Background: an optimization exercise with open tools, aiming at small area, a short achievable clock period and few clock cycles per item. Do not read the settings as production practice. RTL that was checked went through simulation tests only; none was proved equivalent to the original.

// muldiv_unit
module muldiv_unit #(
    parameter int XLEN = 64
) (
    input  logic            clk,
    input  logic            reset,
    input  logic            start,
    input  logic [2:0]      funct3,
    input  logic [XLEN-1:0] op_a,
    input  logic [XLEN-1:0] op_b,
    input  logic            kill,
    output logic            busy,
    output logic            done,
    output logic [XLEN-1:0] result
);
Settings: LEC_CHECK=0, CAP_MARGIN=20, CORE_MARGIN=2, CORE_UTILIZATION=40, SETUP_SLACK_MARGIN=1.75, SLEW_MARGIN=20; clock period 6.0 ns.
run.sh (not shown) runs the stock make flow with config.mk's settings and CLKGATE_MAP_FILE= SYNTH_SCRIPT=/design/flow/synth_recipe.tcl, a recipe that flattens the netlist after the stock synthesis.
The baseline passed the timing, design-rule and antenna checks.
Testbench counts at the start, summed over its fixed seeds: cycles 22,812, ops 1,600.
Next try:
--- a/flow/design.v
+++ b/flow/design.v
@@ -21,13 +21,13 @@
     logic       a_neg, b_neg, bzero, corr;
     logic [5:0] lz_a, lz_b;
     logic       special;    
     logic [65:0] H;         
     logic [63:0] L;         
     logic [65:0] A;         
-    logic x0_h, x0_l, inv0, c_one;
+    logic x0_h, inv0, c_one;
     logic b0_one, b0_two, b0_neg, b1_one, b1_two, b1_neg;
     logic bsy, busy_r;
     assign bsy    = ph_align | ph_mul | ph_msh | ph_div | ph_corr | ph_fix | ph_done;
     assign busy   = busy_r;
     assign done   = ph_done | (ph_align & special);
     assign result = rsel ? H[63:0] : L;
@@ -83,14 +83,13 @@
     endfunction
     logic [W-1:0] A_ext, H_ext, X0, X1, X2, S, C, T;
     logic [W:0]   T_ext;
     always_comb begin
         A_ext = {{(W-66){A[65]}}, A};
         H_ext = {{(W-66){H[65]}}, H};
-        X0 = (x0_h ? H_ext : '0) | (x0_l ? {{(W-64){1'b0}}, L} : '0);
-        X0 = X0 ^ {W{inv0}};
+        X0 = (x0_h ? H_ext : '0) ^ {W{inv0}};
         X1 = (b0_one ? A_ext : '0) | (b0_two ? {A_ext[W-2:0], 1'b0} : '0);
         X1 = X1 ^ {W{b0_neg}};
         X2 = (b1_one ? A_ext : '0) | (b1_two ? {A_ext[W-2:0], 1'b0} : '0);
         X2 = X2 ^ {W{b1_neg}};
         X2 = {X2[W-3:0], b1_neg, b0_neg};
         S = X0 ^ X1 ^ X2;
@@ -178,13 +177,12 @@
                 ph_done  <= n_done;
             end
         end
     end
     always_ff @(posedge clk) begin
         x0_h   <= 1'b1;
-        x0_l   <= 1'b0;
         inv0   <= 1'b0;
         c_one  <= 1'b0;
         {b0_one, b0_two, b0_neg} <= 3'b000;
         {b1_one, b1_two, b1_neg} <= 3'b000;
         if (n_mul) begin
             if (!bsy) begin
@@ -212,33 +210,34 @@
             if (!fn[2]) begin
                 b0_one <= 1'b1;
             end else if (fn[1]) begin
                 inv0  <= 1'b1;
                 c_one <= 1'b1;
             end else begin
-                x0_h  <= 1'b0;
-                x0_l  <= 1'b1;
-                inv0  <= 1'b1;
-                c_one <= 1'b1;
-            end
-        end
+                x0_h   <= 1'b0;
+                b0_one <= 1'b1;
+                b0_neg <= 1'b1;
+            end
+        end
+    end
+    always_ff @(posedge clk) begin
+        lz_a  <= lzc64(op_a ^ {64{!funct3[0] && op_a[63]}});
+        lz_b  <= lzc64(op_b ^ {64{!funct3[0] && op_b[63]}});
+        bzero <= (op_b == '0);
     end
     always_ff @(posedge clk) begin
         if (!bsy) begin
             fn    <= funct3;
             rsel  <= funct3[2] ? funct3[1] : (funct3[1:0] != 2'b00);
             a_neg <= funct3[2] && !funct3[0] && op_a[63];
             b_neg <= funct3[2] && !funct3[0] && op_b[63];
-            bzero <= (op_b == '0);
             corr  <= (funct3 == 3'b011) && op_a[63];
             cnt   <= 6'd15;
             kz    <= (op_a[63:15] == '0 || op_a[63:15] == '1) ? 2'd3 :
                      (op_a[63:31] == '0 || op_a[63:31] == '1) ? 2'd2 :
                      (op_a[63:47] == '0 || op_a[63:47] == '1) ? 2'd1 : 2'd0;
-            lz_a  <= lzc64(op_a ^ {64{!funct3[0] && op_a[63]}});
-            lz_b  <= lzc64(op_b ^ {64{!funct3[0] && op_b[63]}});
             H <= {{2{!funct3[0] && op_a[63]}}, op_a};
             if (funct3[2]) begin
                 A <= {{2{!funct3[0] && op_b[63]}}, op_b};
                 L <= {64{op_b == '0}};
             end else begin
                 A <= {{2{(funct3 == 3'b001) && op_b[63]}}, op_b};
@@ -257,13 +256,14 @@
             if (ph_msh) begin
                 L   <= {H[15:0], L[63:16]};
                 cnt <= cnt - 6'd4;
             end
             if (ph_div) begin
                 L   <= {L[62:0], qbit};
-                if (cnt != 6'd0) A <= {A[65], A[65:1]};
+                if (cnt != 6'd0)    A <= {A[65], A[65:1]};
+                else if (!fn[1])    A <= {2'b00, L[62:0], qbit};   
                 cnt <= cnt - 1'b1;
             end
             if (ph_fix) rsel <= 1'b1;
         end
     end
 endmodule
The changed run finished with timing, DRC and antenna clean; utilization went down by 0.38 points; global-route usage went up by 1.9 points; first-iteration DRC count went up by 16%; synthesized cell count went up by 1.3%; die area stays flat.
No functional check of the RTL was part of the second run of this note.


The RTL this note starts from:
==> flow/design.v <==
module muldiv_unit #(
    parameter int XLEN = 64
) (
    input  logic            clk,
    input  logic            reset,
    input  logic            start,
    input  logic [2:0]      funct3,
    input  logic [XLEN-1:0] op_a,
    input  logic [XLEN-1:0] op_b,
    input  logic            kill,
    output logic            busy,
    output logic            done,
    output logic [XLEN-1:0] result
);
    localparam int W = 69;   
    logic ph_align, ph_mul, ph_div, ph_corr, ph_fix, ph_done;
    logic [5:0] cnt;
    logic [2:0] fn;
    logic       a_neg, b_neg, bzero, corr;
    logic [6:0] lz_a, lz_b;   
    logic [65:0] H;         
    logic [63:0] L;         
    logic [65:0] A;         
    logic x0_en, inv_h, inv_l, c_one;
    logic b0_one, b0_two, b0_neg, b1_one, b1_two, b1_neg;
    assign busy   = ph_align | ph_mul | ph_div | ph_corr | ph_fix | ph_done;
    assign done   = ph_done;
    assign result = L;
    wire accept = !busy && start && !kill;
    function automatic logic [6:0] lzc64(input logic [63:0] x);
        logic [31:0] z1; logic [31:0] c1;
        logic [15:0] z2; logic [1:0] c2 [16];
        logic [7:0]  z3; logic [2:0] c3 [8];
        logic [3:0]  z4; logic [3:0] c4 [4];
        logic [1:0]  z5; logic [4:0] c5 [2];
        logic        z6; logic [5:0] c6;
        for (int g = 0; g < 32; g++) begin
            z1[g] = !x[2*g+1] && !x[2*g];
            c1[g] = !x[2*g+1];
        end
        for (int g = 0; g < 16; g++) begin
            z2[g] = z1[2*g+1] && z1[2*g];
            c2[g] = z1[2*g+1] ? {1'b1, c1[2*g]} : {1'b0, c1[2*g+1]};
        end
        for (int g = 0; g < 8; g++) begin
            z3[g] = z2[2*g+1] && z2[2*g];
            c3[g] = z2[2*g+1] ? {1'b1, c2[2*g]} : {1'b0, c2[2*g+1]};
        end
        for (int g = 0; g < 4; g++) begin
            z4[g] = z3[2*g+1] && z3[2*g];
            c4[g] = z3[2*g+1] ? {1'b1, c3[2*g]} : {1'b0, c3[2*g+1]};
        end
        for (int g = 0; g < 2; g++) begin
            z5[g] = z4[2*g+1] && z4[2*g];
            c5[g] = z4[2*g+1] ? {1'b1, c4[2*g]} : {1'b0, c4[2*g+1]};
        end
        z6 = z5[1] && z5[0];
        c6 = z5[1] ? {1'b1, c5[0]} : {1'b0, c5[1]};
        lzc64 = z6 ? 7'd64 : {1'b0, c6};
    endfunction
    function automatic logic [2:0] booth(input logic [2:0] g);
        booth = {g[1] ^ g[0], (g == 3'b011) || (g == 3'b100), g[2] && !(g[1] && g[0])};
    endfunction
    logic [W-1:0] A_ext, H_ext, X0, X1, X2, S, C, T;
    logic [W:0]   T_ext;
    always_comb begin
        A_ext = {{(W-66){A[65]}}, A};
        H_ext = {{(W-66){H[65]}}, H};
        X0 = x0_en ? H_ext : '0;
        X1 = (b0_one ? A_ext : '0) | (b0_two ? {A_ext[W-2:0], 1'b0} : '0);
        X1 = X1 ^ {W{b0_neg}};
        if (inv_h) X1 = X1 | ~H_ext;
        if (inv_l) X1 = X1 | {{(W-64){1'b1}}, ~L};
        X2 = (b1_one ? A_ext : '0) | (b1_two ? {A_ext[W-2:0], 1'b0} : '0);
        X2 = X2 ^ {W{b1_neg}};
        X2 = {X2[W-3:0], b1_neg, b0_neg};
        S = X0 ^ X1 ^ X2;
        C = {(X0[W-2:0] & X1[W-2:0]) | (X0[W-2:0] & X2[W-2:0]) | (X1[W-2:0] & X2[W-2:0]), b1_neg};
        T_ext = {S, 1'b1} + {C, b1_neg | c_one};
        T = T_ext[W:1];
    end
    wire qbit = !T[W-1];    
    logic [7:0] s_full;
    logic [5:0] sft;
    logic       special;
    always_comb begin
        s_full  = {1'b0, lz_b} - {1'b0, lz_a} + {7'd0, a_neg};
        sft     = s_full[6] ? 6'd63 : s_full[5:0];
        special = s_full[7] || bzero;
    end
    logic n_align, n_mul, n_div, n_corr, n_fix, n_done;
    always_comb begin
        n_align = 1'b0; n_mul = 1'b0; n_div = 1'b0;
        n_corr  = 1'b0; n_fix   = 1'b0; n_done = 1'b0;
        if (!busy) begin
            n_align = funct3[2];
            n_mul   = !funct3[2];
        end
        if (ph_align) begin
            n_done = special;
            n_div  = !special;
        end
        if (ph_mul) begin
            n_mul  = cnt != 6'd0;
            n_done = cnt == 6'd0 && fn[1:0] == 2'b00;
            n_fix  = cnt == 6'd0 && fn[1:0] != 2'b00;
        end
        if (ph_div) begin
            n_div  = cnt != 6'd0;
            if (cnt == 6'd0) begin
                if (fn[1]) begin
                    n_fix  = qbit;
                    n_corr = !qbit;
                end else begin
                    n_fix  = a_neg ^ b_neg;
                    n_done = !(a_neg ^ b_neg);
                end
            end
        end
        if (ph_corr) n_fix = 1'b1;
        if (ph_fix)  n_done = 1'b1;
    end
    always_ff @(posedge clk or negedge reset) begin
        if (!reset) begin
            ph_align <= 1'b0;
            ph_mul   <= 1'b0;
            ph_div   <= 1'b0;
            ph_corr  <= 1'b0;
            ph_fix   <= 1'b0;
            ph_done  <= 1'b0;
        end else begin
            if ((!busy && !(start && !kill)) || (busy && kill && !ph_done) || ph_done) begin
                ph_align <= 1'b0;
                ph_mul   <= 1'b0;
                ph_div   <= 1'b0;
                ph_corr  <= 1'b0;
                ph_fix   <= 1'b0;
                ph_done  <= 1'b0;
            end else begin
                ph_align <= n_align;
                ph_mul   <= n_mul;
                ph_div   <= n_div;
                ph_corr  <= n_corr;
                ph_fix   <= n_fix;
                ph_done  <= n_done;
            end
        end
    end
    always_ff @(posedge clk) begin
        x0_en  <= 1'b1;
        inv_h  <= 1'b0;
        inv_l  <= 1'b0;
        c_one  <= 1'b0;
        {b0_one, b0_two, b0_neg} <= 3'b000;
        {b1_one, b1_two, b1_neg} <= 3'b000;
        if (n_mul) begin
            if (!busy) begin
                {b0_one, b0_two, b0_neg} <= booth({op_a[1:0], 1'b0});
                {b1_one, b1_two, b1_neg} <= booth(op_a[3:1]);
            end else begin
                {b0_one, b0_two, b0_neg} <= booth(L[5:3]);
                {b1_one, b1_two, b1_neg} <= booth(L[7:5]);
            end
        end
        if (n_align) begin
            x0_en <= !(!funct3[0] && op_a[63]);
            inv_h <= !funct3[0] && op_a[63];
            c_one <= !funct3[0] && op_a[63];
        end
        if (n_div) begin
            b0_one <= 1'b1;
            b0_neg <= (ph_div ? qbit : 1'b1) ^ b_neg;
        end
        if (n_corr) begin
            b0_one <= 1'b1;
            b0_neg <= b_neg;
        end
        if (n_fix) begin
            if (!fn[2]) begin
                b0_one <= corr;
            end else if (fn[1]) begin
                x0_en <= !a_neg;
                inv_h <= a_neg;
                c_one <= a_neg;
            end else begin
                x0_en <= 1'b0;
                inv_l <= 1'b1;
                c_one <= 1'b1;
            end
        end
    end
    always_ff @(posedge clk) begin
        if (!busy) begin
            fn    <= funct3;
            a_neg <= funct3[2] && !funct3[0] && op_a[63];
            b_neg <= funct3[2] && !funct3[0] && op_b[63];
            bzero <= (op_b == '0);
            corr  <= (funct3 == 3'b011) && op_a[63];
            cnt   <= 6'd15;
            lz_a  <= lzc64(op_a ^ {64{!funct3[0] && op_a[63]}});
            lz_b  <= lzc64(op_b ^ {64{!funct3[0] && op_b[63]}});
            if (funct3[2]) begin
                H <= {{2{!funct3[0] && op_a[63]}}, op_a};
                A <= {{2{!funct3[0] && op_b[63]}}, op_b};
                L <= '0;
            end else begin
                H <= '0;
                A <= {{2{(funct3 == 3'b001) && op_b[63]}}, op_b};
                L <= op_a;
            end
        end else begin
            H <= ph_mul ? {T[W-1], T[W-1:4]} : T[65:0];
            if (ph_align) begin
                cnt <= sft;
                A   <= A << sft;
                if (special) L <= fn[1] ? H[63:0] : {64{bzero}};
            end
            if (ph_mul) begin
                L   <= {T[3:0], L[63:4]};
                cnt <= cnt - 1'b1;
            end
            if (ph_div) begin
                L   <= {L[62:0], qbit};
                if (cnt != 6'd0) A <= {A[65], A[65:1]};
                cnt <= cnt - 1'b1;
            end
            if (ph_fix) L <= T[63:0];
        end
    end
endmodule
export LEC_CHECK = 0
export CAP_MARGIN = 20
export CORE_MARGIN = 2
export CORE_UTILIZATION = 40
export SLEW_MARGIN = 20
create_clock -name core_clock -period 6.0 [get_ports {clk}]
Testbench counts at the start, summed over its fixed seeds: cycles 25,595, ops 1,600.
Rerun with:
--- a/flow/design.v
+++ b/flow/design.v
@@ -13,17 +13,18 @@
     output logic [XLEN-1:0] result
 );
     localparam int W = 69;   
-    logic ph_align, ph_mul, ph_div, ph_corr, ph_fix, ph_done;
+    logic ph_norm, ph_align, ph_mul, ph_div, ph_corr, ph_fix, ph_done;
     logic [5:0] cnt;
     logic [2:0] fn;
     logic       a_neg, b_neg, bzero, corr;
-    logic [6:0] lz_a, lz_b;   
+    logic [5:0] sft;        
+    logic       special;    
     logic [65:0] H;         
     logic [63:0] L;         
     logic [65:0] A;         
     logic x0_en, inv_h, inv_l, c_one;
     logic b0_one, b0_two, b0_neg, b1_one, b1_two, b1_neg;
-    assign busy   = ph_align | ph_mul | ph_div | ph_corr | ph_fix | ph_done;
+    assign busy   = ph_norm | ph_align | ph_mul | ph_div | ph_corr | ph_fix | ph_done;
     assign done   = ph_done;
     assign result = L;
     wire accept = !busy && start && !kill;
@@ -80,22 +81,24 @@
         T = T_ext[W:1];
     end
     wire qbit = !T[W-1];    
+    logic [6:0] lz_a, lz_b;
     logic [7:0] s_full;
-    logic [5:0] sft;
-    logic       special;
+    logic       sneg_n;
     always_comb begin
-        s_full  = {1'b0, lz_b} - {1'b0, lz_a} + {7'd0, a_neg};
-        sft     = s_full[6] ? 6'd63 : s_full[5:0];
-        special = s_full[7] || bzero;
-    end
-    logic n_align, n_mul, n_div, n_corr, n_fix, n_done;
+        lz_a   = lzc64(H[63:0] ^ {64{a_neg}});
+        lz_b   = lzc64(A[63:0] ^ {64{b_neg}});
+        s_full = {1'b0, lz_b} - {1'b0, lz_a} + {7'd0, a_neg};
+        sneg_n = s_full[7];
+    end
+    logic n_norm, n_align, n_mul, n_div, n_corr, n_fix, n_done;
     always_comb begin
-        n_align = 1'b0; n_mul = 1'b0; n_div = 1'b0;
+        n_norm  = 1'b0; n_align = 1'b0; n_mul = 1'b0; n_div = 1'b0;
         n_corr  = 1'b0; n_fix   = 1'b0; n_done = 1'b0;
         if (!busy) begin
-            n_align = funct3[2];
-            n_mul   = !funct3[2];
-        end
+            n_norm = funct3[2];
+            n_mul  = !funct3[2];
+        end
+        if (ph_norm) n_align = 1'b1;
         if (ph_align) begin
             n_done = special;
             n_div  = !special;
@@ -122,6 +125,7 @@
     end
     always_ff @(posedge clk or negedge reset) begin
         if (!reset) begin
+            ph_norm  <= 1'b0;
             ph_align <= 1'b0;
             ph_mul   <= 1'b0;
             ph_div   <= 1'b0;
@@ -130,6 +134,7 @@
             ph_done  <= 1'b0;
         end else begin
             if ((!busy && !(start && !kill)) || (busy && kill && !ph_done) || ph_done) begin
+                ph_norm  <= 1'b0;
                 ph_align <= 1'b0;
                 ph_mul   <= 1'b0;
                 ph_div   <= 1'b0;
@@ -137,6 +142,7 @@
                 ph_fix   <= 1'b0;
                 ph_done  <= 1'b0;
             end else begin
+                ph_norm  <= n_norm;
                 ph_align <= n_align;
                 ph_mul   <= n_mul;
                 ph_div   <= n_div;
@@ -163,9 +169,14 @@
             end
         end
         if (n_align) begin
-            x0_en <= !(!funct3[0] && op_a[63]);
-            inv_h <= !funct3[0] && op_a[63];
-            c_one <= !funct3[0] && op_a[63];
+            if (sneg_n || bzero) begin
+                x0_en <= fn[1];
+                inv_l <= bzero && !fn[1];
+            end else begin
+                x0_en <= !a_neg;
+                inv_h <= a_neg;
+                c_one <= a_neg;
+            end
         end
         if (n_div) begin
             b0_one <= 1'b1;
@@ -197,8 +208,6 @@
             bzero <= (op_b == '0);
             corr  <= (funct3 == 3'b011) && op_a[63];
             cnt   <= 6'd15;
-            lz_a  <= lzc64(op_a ^ {64{!funct3[0] && op_a[63]}});
-            lz_b  <= lzc64(op_b ^ {64{!funct3[0] && op_b[63]}});
             if (funct3[2]) begin
                 H <= {{2{!funct3[0] && op_a[63]}}, op_a};
                 A <= {{2{!funct3[0] && op_b[63]}}, op_b};
@@ -210,10 +219,14 @@
             end
         end else begin
             H <= ph_mul ? {T[W-1], T[W-1:4]} : T[65:0];
+            if (ph_norm) begin
+                sft     <= s_full[6] ? 6'd63 : s_full[5:0];
+                special <= sneg_n || bzero;
+            end
             if (ph_align) begin
                 cnt <= sft;
                 A   <= A << sft;
-                if (special) L <= fn[1] ? H[63:0] : {64{bzero}};
+                if (special) L <= T[63:0];
             end
             if (ph_mul) begin
                 L   <= {T[3:0], L[63:4]};
Outcome:
- first-iteration DRC count came out lower by 7.0%
- non-clock buffer count came out lower by 11
- worst hold slack got worse by 42 ps
- final area came out lower by 4.6%
- sequential cell count came out lower by 6
- final cell count came out lower by 6.3%
- global-route usage came out lower by 1.1 points
- worst setup slack got worse by 290 ps
- critical path depth came out higher by 4
- sequential share of layout area came out higher by 0.23 points
- wire length came out lower by 8.4%
Testbench counts after the change, summed over its fixed seeds: cycles 26,385, ops 1,600.

port drivers added, routing unchanged:
How much do the figures lean on ideal ports? The routed layouts below were timed once more, with nothing changed but the port constraints. Step 1 (the two cells are an assumption about what drives the block):
set clk [get_ports {clk}]
set_driving_cell -lib_cell sky130_fd_sc_hd__clkbuf_16 $clk
set_driving_cell -lib_cell sky130_fd_sc_hd__buf_2 [delete_from_list [all_inputs] $clk]
Step 2 also shifts input and output timing later by t, the mid clock arrival at the registers, as if the neighbouring blocks saw the same clock. a / b / c = ideal ports / drivers / drivers and shift; a / b = the first two.
| run | t (ns) | setup slack, ns | worst setup path after step 2 | latest minus earliest clock arrival (ns) |
|---|---|---|---|---|
| the first run of note 1 | 0.679 | 1.541 / 1.541 / 1.157 | input to register | 0.019 / 0.018 |
| the second run of note 1 | 0.691 | 1.441 / 1.441 / 1.192 | input to register | 0.057 / 0.057 |
| the first run of note 2 | 0.673 | 0.549 / 0.549 / 0.549 | register to register | 0.035 / 0.034 |
| the second run of note 2 | 0.629 | 0.263 / 0.263 / 0.263 | register to register | 0.020 / 0.021 |
After both steps every run listed still meets setup and hold. For the first run of note 1, which loses most, drivers alone change the setup slack by 0.000 ns; drivers and shift together by -0.384 ns.
